From an optimization exercise on the open Yosys and OpenROAD flow, aimed at small area; shortcuts taken in it are not production practice. The RTL was checked by simulation tests, not by an equivalence proof against the original design. Power figures rest on the tool's default switching activity, not on a simulated workload.

Design reorder_buffer_commit_retire_unit, start of the top module:
module reorder_buffer_commit_retire_unit (
    input  wire          i_clk,
    input  wire          i_rst_n,
    input  wire          start,
    output wire          busy,
    input  wire [35:0]   i_cmd,
    output wire          o_done,
    output wire [101:0]  o_result,
    input  wire          i_cfg_we,
    input  wire [1:0]    i_cfg_index,
    input  wire [6:0]    i_cfg_data
);
Size: ~640 cells after synthesis, roughly 150 I/O pins, about 0.0069 mm^2 of cells after synthesis.
==> flow/config.mk <==
export PLATFORM = sky130hd
export DESIGN_NAME = reorder_buffer_commit_retire_unit
export DESIGN_NICKNAME = reorder_buffer_commit_retire_unit
export VERILOG_FILES = /design/flow/design.v
export SDC_FILE = /design/flow/constraint.sdc
export NUM_CORES = 4
export LEC_CHECK = 0
export CAP_MARGIN = 20
export CORE_MARGIN = 2
export CORE_UTILIZATION = 65
export GPL_TIMING_DRIVEN = 0
export PLACE_DENSITY = 0.75
export SLEW_MARGIN = 20
==> flow/constraint.sdc <==
create_clock -name core_clock -period 5.0 [get_ports {i_clk}]
set_input_delay 1.0000 -clock core_clock [delete_from_list [all_inputs] [get_ports {i_clk}]]
set_output_delay 1.0000 -clock core_clock [all_outputs]
set_load 0.01 [all_outputs]
standard.sh (not shown) runs the stock make flow with config.mk's settings and CLKGATE_MAP_FILE= SYNTH_SCRIPT=/design/flow/synth_recipe.tcl, a recipe that flattens the netlist after the stock synthesis.
==> flow/flow/run.sh <==
#!/bin/bash
# Standard synthesis, then its combinational logic re-mapped for area (registers
# untouched; the smallest of a few ABC runs is kept), then the standard layout
# with the ports buffered by the smallest buffer and a leaner clock tree.
# Each tool's output goes to a log here.
set -euo pipefail
here=$(pwd)
export BUFFER_PORTS_ARGS="-buffer_cell sky130_fd_sc_hd__buf_1"
export CTS_ARGS="-sink_clustering_enable -dont_use_dummy_load -buf_list sky130_fd_sc_hd__clkbuf_8 -sink_clustering_size 20 -sink_clustering_max_diameter 60"
bash standard.sh synth > synth.log 2>&1
export RES=$here/orfs/results/$FLOW_PLATFORM/reorder_buffer_commit_retire_unit/base
YOSYS=$FLOW_HOME/../tools/install/yosys/bin/yosys
[[ -x $YOSYS ]] || YOSYS=yosys
LIB=$FLOW_HOME/platforms/$FLOW_PLATFORM/lib/sky130_fd_sc_hd__tt_025C_1v80.lib
cp $RES/1_2_yosys.v $RES/1_2_yosys.std.v
for s in 1 2 3 4; do
  printf 'strash\n&get -n\n&st\n&deepsyn -T 45 -S %s\n&put\ndch -f\namap\n' $s > $here/area_$s.abc
  ABC_SCRIPT=$here/area_$s.abc OUT_V=$RES/remap_$s.v $YOSYS -c $here/flow/remap.tcl > remap_$s.log 2>&1 &
done
wait
best=""; best_area=""
for s in 1 2 3 4; do
  [[ -s $RES/remap_$s.v ]] || continue
  $YOSYS -p "read_liberty -lib $LIB; read_verilog $RES/remap_$s.v; tee -o $RES/remap_$s.area stat -liberty $LIB" > area_$s.log 2>&1 || continue
  a=$(grep "Chip area" $RES/remap_$s.area | awk '{print $NF}')
  echo "seed $s: $a" >> remap_choice.log
  if [[ -z "$best" ]] || awk -v a="$a" -v b="$best_area" 'BEGIN{exit !(a<b)}'; then best=$s; best_area=$a; fi
done
echo "kept seed $best: $best_area" >> remap_choice.log
cp $RES/remap_$best.v $RES/1_2_yosys.v
rm -f $RES/1_synth.odb $RES/1_synth.sdc
bash standard.sh > standard.log 2>&1
==> flow/flow/remap.tcl <==
# Re-map the combinational logic of the standard synthesis netlist for area.
# The registers are kept as they are: same cells, same instance names.
set lib $::env(FLOW_HOME)/platforms/sky130hd/lib/sky130_fd_sc_hd__tt_025C_1v80.lib
set res $::env(RES)
set dont_use {sky130_fd_sc_hd__probe_p_8 sky130_fd_sc_hd__probec_p_8 sky130_fd_sc_hd__lpflow_bleeder_1 sky130_fd_sc_hd__lpflow_clkbufkapwr_1 sky130_fd_sc_hd__lpflow_clkbufkapwr_16 sky130_fd_sc_hd__lpflow_clkbufkapwr_2 sky130_fd_sc_hd__lpflow_clkbufkapwr_4 sky130_fd_sc_hd__lpflow_clkbufkapwr_8 sky130_fd_sc_hd__lpflow_clkinvkapwr_1 sky130_fd_sc_hd__lpflow_clkinvkapwr_16 sky130_fd_sc_hd__lpflow_clkinvkapwr_2 sky130_fd_sc_hd__lpflow_clkinvkapwr_4 sky130_fd_sc_hd__lpflow_clkinvkapwr_8 sky130_fd_sc_hd__lpflow_decapkapwr_12 sky130_fd_sc_hd__lpflow_decapkapwr_3 sky130_fd_sc_hd__lpflow_decapkapwr_4 sky130_fd_sc_hd__lpflow_decapkapwr_6 sky130_fd_sc_hd__lpflow_decapkapwr_8 sky130_fd_sc_hd__lpflow_inputiso0n_1 sky130_fd_sc_hd__lpflow_inputiso0p_1 sky130_fd_sc_hd__lpflow_inputiso1n_1 sky130_fd_sc_hd__lpflow_inputiso1p_1 sky130_fd_sc_hd__lpflow_inputisolatch_1 sky130_fd_sc_hd__lpflow_isobufsrc_1 sky130_fd_sc_hd__lpflow_isobufsrc_16 sky130_fd_sc_hd__lpflow_isobufsrc_2 sky130_fd_sc_hd__lpflow_isobufsrc_4 sky130_fd_sc_hd__lpflow_isobufsrc_8 sky130_fd_sc_hd__lpflow_isobufsrckapwr_16 sky130_fd_sc_hd__lpflow_lsbuf_lh_hl_isowell_tap_1 sky130_fd_sc_hd__lpflow_lsbuf_lh_hl_isowell_tap_2 sky130_fd_sc_hd__lpflow_lsbuf_lh_hl_isowell_tap_4 sky130_fd_sc_hd__lpflow_lsbuf_lh_isowell_4 sky130_fd_sc_hd__lpflow_lsbuf_lh_isowell_tap_1 sky130_fd_sc_hd__lpflow_lsbuf_lh_isowell_tap_2 sky130_fd_sc_hd__lpflow_lsbuf_lh_isowell_tap_4 }
set du_args {}
foreach c $dont_use { lappend du_args -dont_use $c }
yosys read_liberty -ignore_miss_func $lib
yosys read_verilog $res/1_2_yosys.std.v
yosys hierarchy -top $::env(FLOW_TOP)
yosys setattr -mod -set keep_hierarchy 1 sky130_fd_sc_hd__*df* sky130_fd_sc_hd__*dl*
yosys flatten
yosys rename -hide w:*.*
yosys opt_clean -purge
yosys abc -liberty $lib {*}$du_args -script $::env(ABC_SCRIPT) -D 5000 $::env(FLOW_TOP)
yosys opt_clean -purge
yosys hilomap -singleton -hicell sky130_fd_sc_hd__conb_1 HI -locell sky130_fd_sc_hd__conb_1 LO $::env(FLOW_TOP)
yosys splitnets
yosys opt_clean -purge
yosys insbuf -buf sky130_fd_sc_hd__buf_1 A X
yosys opt_clean
yosys tee -o $::env(OUT_V).stat stat
yosys select -module $::env(FLOW_TOP)
yosys write_verilog -noattr -nohex -nodec -selected $::env(OUT_V)
Next try:
==> flow/flow/run.sh (replaced) <==
#!/bin/bash
# Standard synthesis, then its combinational logic re-mapped for area (registers
# untouched), then the standard layout with the ports buffered by the smallest
# buffer and a leaner clock tree. Each tool's output goes to a log here.
set -euo pipefail
here=$(pwd)
export BUFFER_PORTS_ARGS="-buffer_cell sky130_fd_sc_hd__buf_1"
export CTS_ARGS="-sink_clustering_enable -repair_clock_nets -dont_use_dummy_load -buf_list sky130_fd_sc_hd__clkbuf_8 -sink_clustering_size 16 -sink_clustering_max_diameter 100"
bash standard.sh synth > synth.log 2>&1
export RES=$here/orfs/results/$FLOW_PLATFORM/reorder_buffer_commit_retire_unit/base
export ABC_SCRIPT=$here/flow/area.abc
YOSYS=$FLOW_HOME/../tools/install/yosys/bin/yosys
[[ -x $YOSYS ]] || YOSYS=yosys
cp $RES/1_2_yosys.v $RES/1_2_yosys.std.v
$YOSYS -c $here/flow/remap.tcl > remap.log 2>&1
rm -f $RES/1_synth.odb $RES/1_synth.sdc
bash standard.sh > standard.log 2>&1
==> flow/flow/area.abc (new file) <==
strash
&get -n
&st
&deepsyn -T 30
&nf -R 1000
&put
--- a/flow/flow/remap.tcl
+++ b/flow/flow/remap.tcl
@@ -20,5 +20,5 @@
 yosys insbuf -buf sky130_fd_sc_hd__buf_1 A X
 yosys opt_clean
-yosys tee -o $::env(OUT_V).stat stat
+yosys tee -o $res/remap_stat.txt stat
 yosys select -module $::env(FLOW_TOP)
-yosys write_verilog -noattr -nohex -nodec -selected $::env(OUT_V)
+yosys write_verilog -noattr -nohex -nodec -selected $res/1_2_yosys.v
- CORE_UTILIZATION: 65 -> 40
- GPL_TIMING_DRIVEN: 0 -> unset
- PLACE_DENSITY: 0.75 -> unset
The changed run produced a clean layout.
Global-route usage falls by 11 points.
Synthesized area rises slightly.
Via count falls by a little under a tenth.
Maximum frequency rises slightly.
Final cell count rises by a few percent.
Hold slack got worse by 37 ps.
Count of clock-buffer cells in the layout rises by 3.
Non-clock buffer count rises by 1.
Total power rises by a few percent.
Sequential cell count does not change.
Utilization falls by 29 points.
Next try:
==> flow/flow/run.sh (replaced) <==
#!/bin/bash
# Standard synthesis, then its combinational logic re-mapped for area (registers
# untouched; the smallest of a few ABC runs is kept), then the standard layout
# with the ports buffered by the smallest buffer and a leaner clock tree.
# Each tool's output goes to a log here.
set -euo pipefail
here=$(pwd)
export BUFFER_PORTS_ARGS="-buffer_cell sky130_fd_sc_hd__buf_1"
export CTS_ARGS="-sink_clustering_enable -repair_clock_nets -dont_use_dummy_load -buf_list sky130_fd_sc_hd__clkbuf_8 -sink_clustering_size 20 -sink_clustering_max_diameter 60"
bash standard.sh synth > synth.log 2>&1
export RES=$here/orfs/results/$FLOW_PLATFORM/reorder_buffer_commit_retire_unit/base
YOSYS=$FLOW_HOME/../tools/install/yosys/bin/yosys
[[ -x $YOSYS ]] || YOSYS=yosys
LIB=$FLOW_HOME/platforms/$FLOW_PLATFORM/lib/sky130_fd_sc_hd__tt_025C_1v80.lib
cp $RES/1_2_yosys.v $RES/1_2_yosys.std.v
for batch in "1 2 3 4" "5 6 7 8" "9 10 11 12" "13 14 15 16"; do
  for s in $batch; do
    printf 'strash\n&get -n\n&st\n&deepsyn -T 45 -S %s\n&put\ndch -f\namap\n' $s > $here/area_$s.abc
    ABC_SCRIPT=$here/area_$s.abc OUT_V=$RES/remap_$s.v $YOSYS -c $here/flow/remap.tcl > remap_$s.log 2>&1 &
  done
  wait
done
best=""; best_area=""
for s in $(seq 1 16); do
  [[ -s $RES/remap_$s.v ]] || continue
  $YOSYS -p "read_liberty -lib $LIB; read_verilog $RES/remap_$s.v; tee -o $RES/remap_$s.area stat -liberty $LIB" > area_$s.log 2>&1 || continue
  a=$(grep "Chip area" $RES/remap_$s.area | awk '{print $NF}')
  echo "seed $s: $a" >> remap_choice.log
  if [[ -z "$best" ]] || awk -v a="$a" -v b="$best_area" 'BEGIN{exit !(a<b)}'; then best=$s; best_area=$a; fi
done
echo "kept seed $best: $best_area" >> remap_choice.log
cp $RES/remap_$best.v $RES/1_2_yosys.v
rm -f $RES/1_synth.odb $RES/1_synth.sdc
bash standard.sh > standard.log 2>&1
--- a/flow/flow/remap.tcl
+++ b/flow/flow/remap.tcl
@@ -20,5 +20,5 @@
 yosys insbuf -buf sky130_fd_sc_hd__buf_1 A X
 yosys opt_clean
-yosys tee -o $res/remap_stat.txt stat
+yosys tee -o $::env(OUT_V).stat stat
 yosys select -module $::env(FLOW_TOP)
-yosys write_verilog -noattr -nohex -nodec -selected $res/1_2_yosys.v
+yosys write_verilog -noattr -nohex -nodec -selected $::env(OUT_V)
- CORE_UTILIZATION: 40 -> 65
- GPL_TIMING_DRIVEN: unset -> 0
- PLACE_DENSITY: unset -> 0.75
removed: flow/flow/area.abc
Result:
- The changed run produced a clean layout
- via count goes up by 5.8%
- total power goes down by 3.2%
- synthesized area goes down by 2.7%

==> static timing again, ports no longer ideal <==
Ports are ideal in the flow. The routed layouts listed here were re-timed in OpenROAD. Step 1 assumes that a clkbuf_16 drives the clock port and a buf_2 every other input. Step 2, shift: input delay + t, output delay - t, t = (earliest + latest rising clock arrival at the registers) / 2. This alone moves slack from input paths to output paths. Slacks: no drivers / after step 1 / after step 2; pairs: no drivers / after step 1.
| run | t (ns) | slack for setup (ns) | hold slack, ns | slew at the worst register clock pin (ns) | worst data-port slew with drivers (ns) |
|---|---|---|---|---|---|
| the first run | 0.516 | 0.275 / 0.238 / 0.308 | 0.320 / 0.320 / 0.320 | 0.11 / 0.11 | 0.04 |
| the second run | 0.528 | 0.312 / 0.276 / 0.442 | 0.283 / 0.283 / 0.283 | 0.10 / 0.10 | 0.05 |
| the third run | 0.507 | 0.407 / 0.372 / 0.506 | 0.315 / 0.315 / 0.315 | 0.11 / 0.11 | 0.05 |
After both steps setup and hold are still met in every run listed.
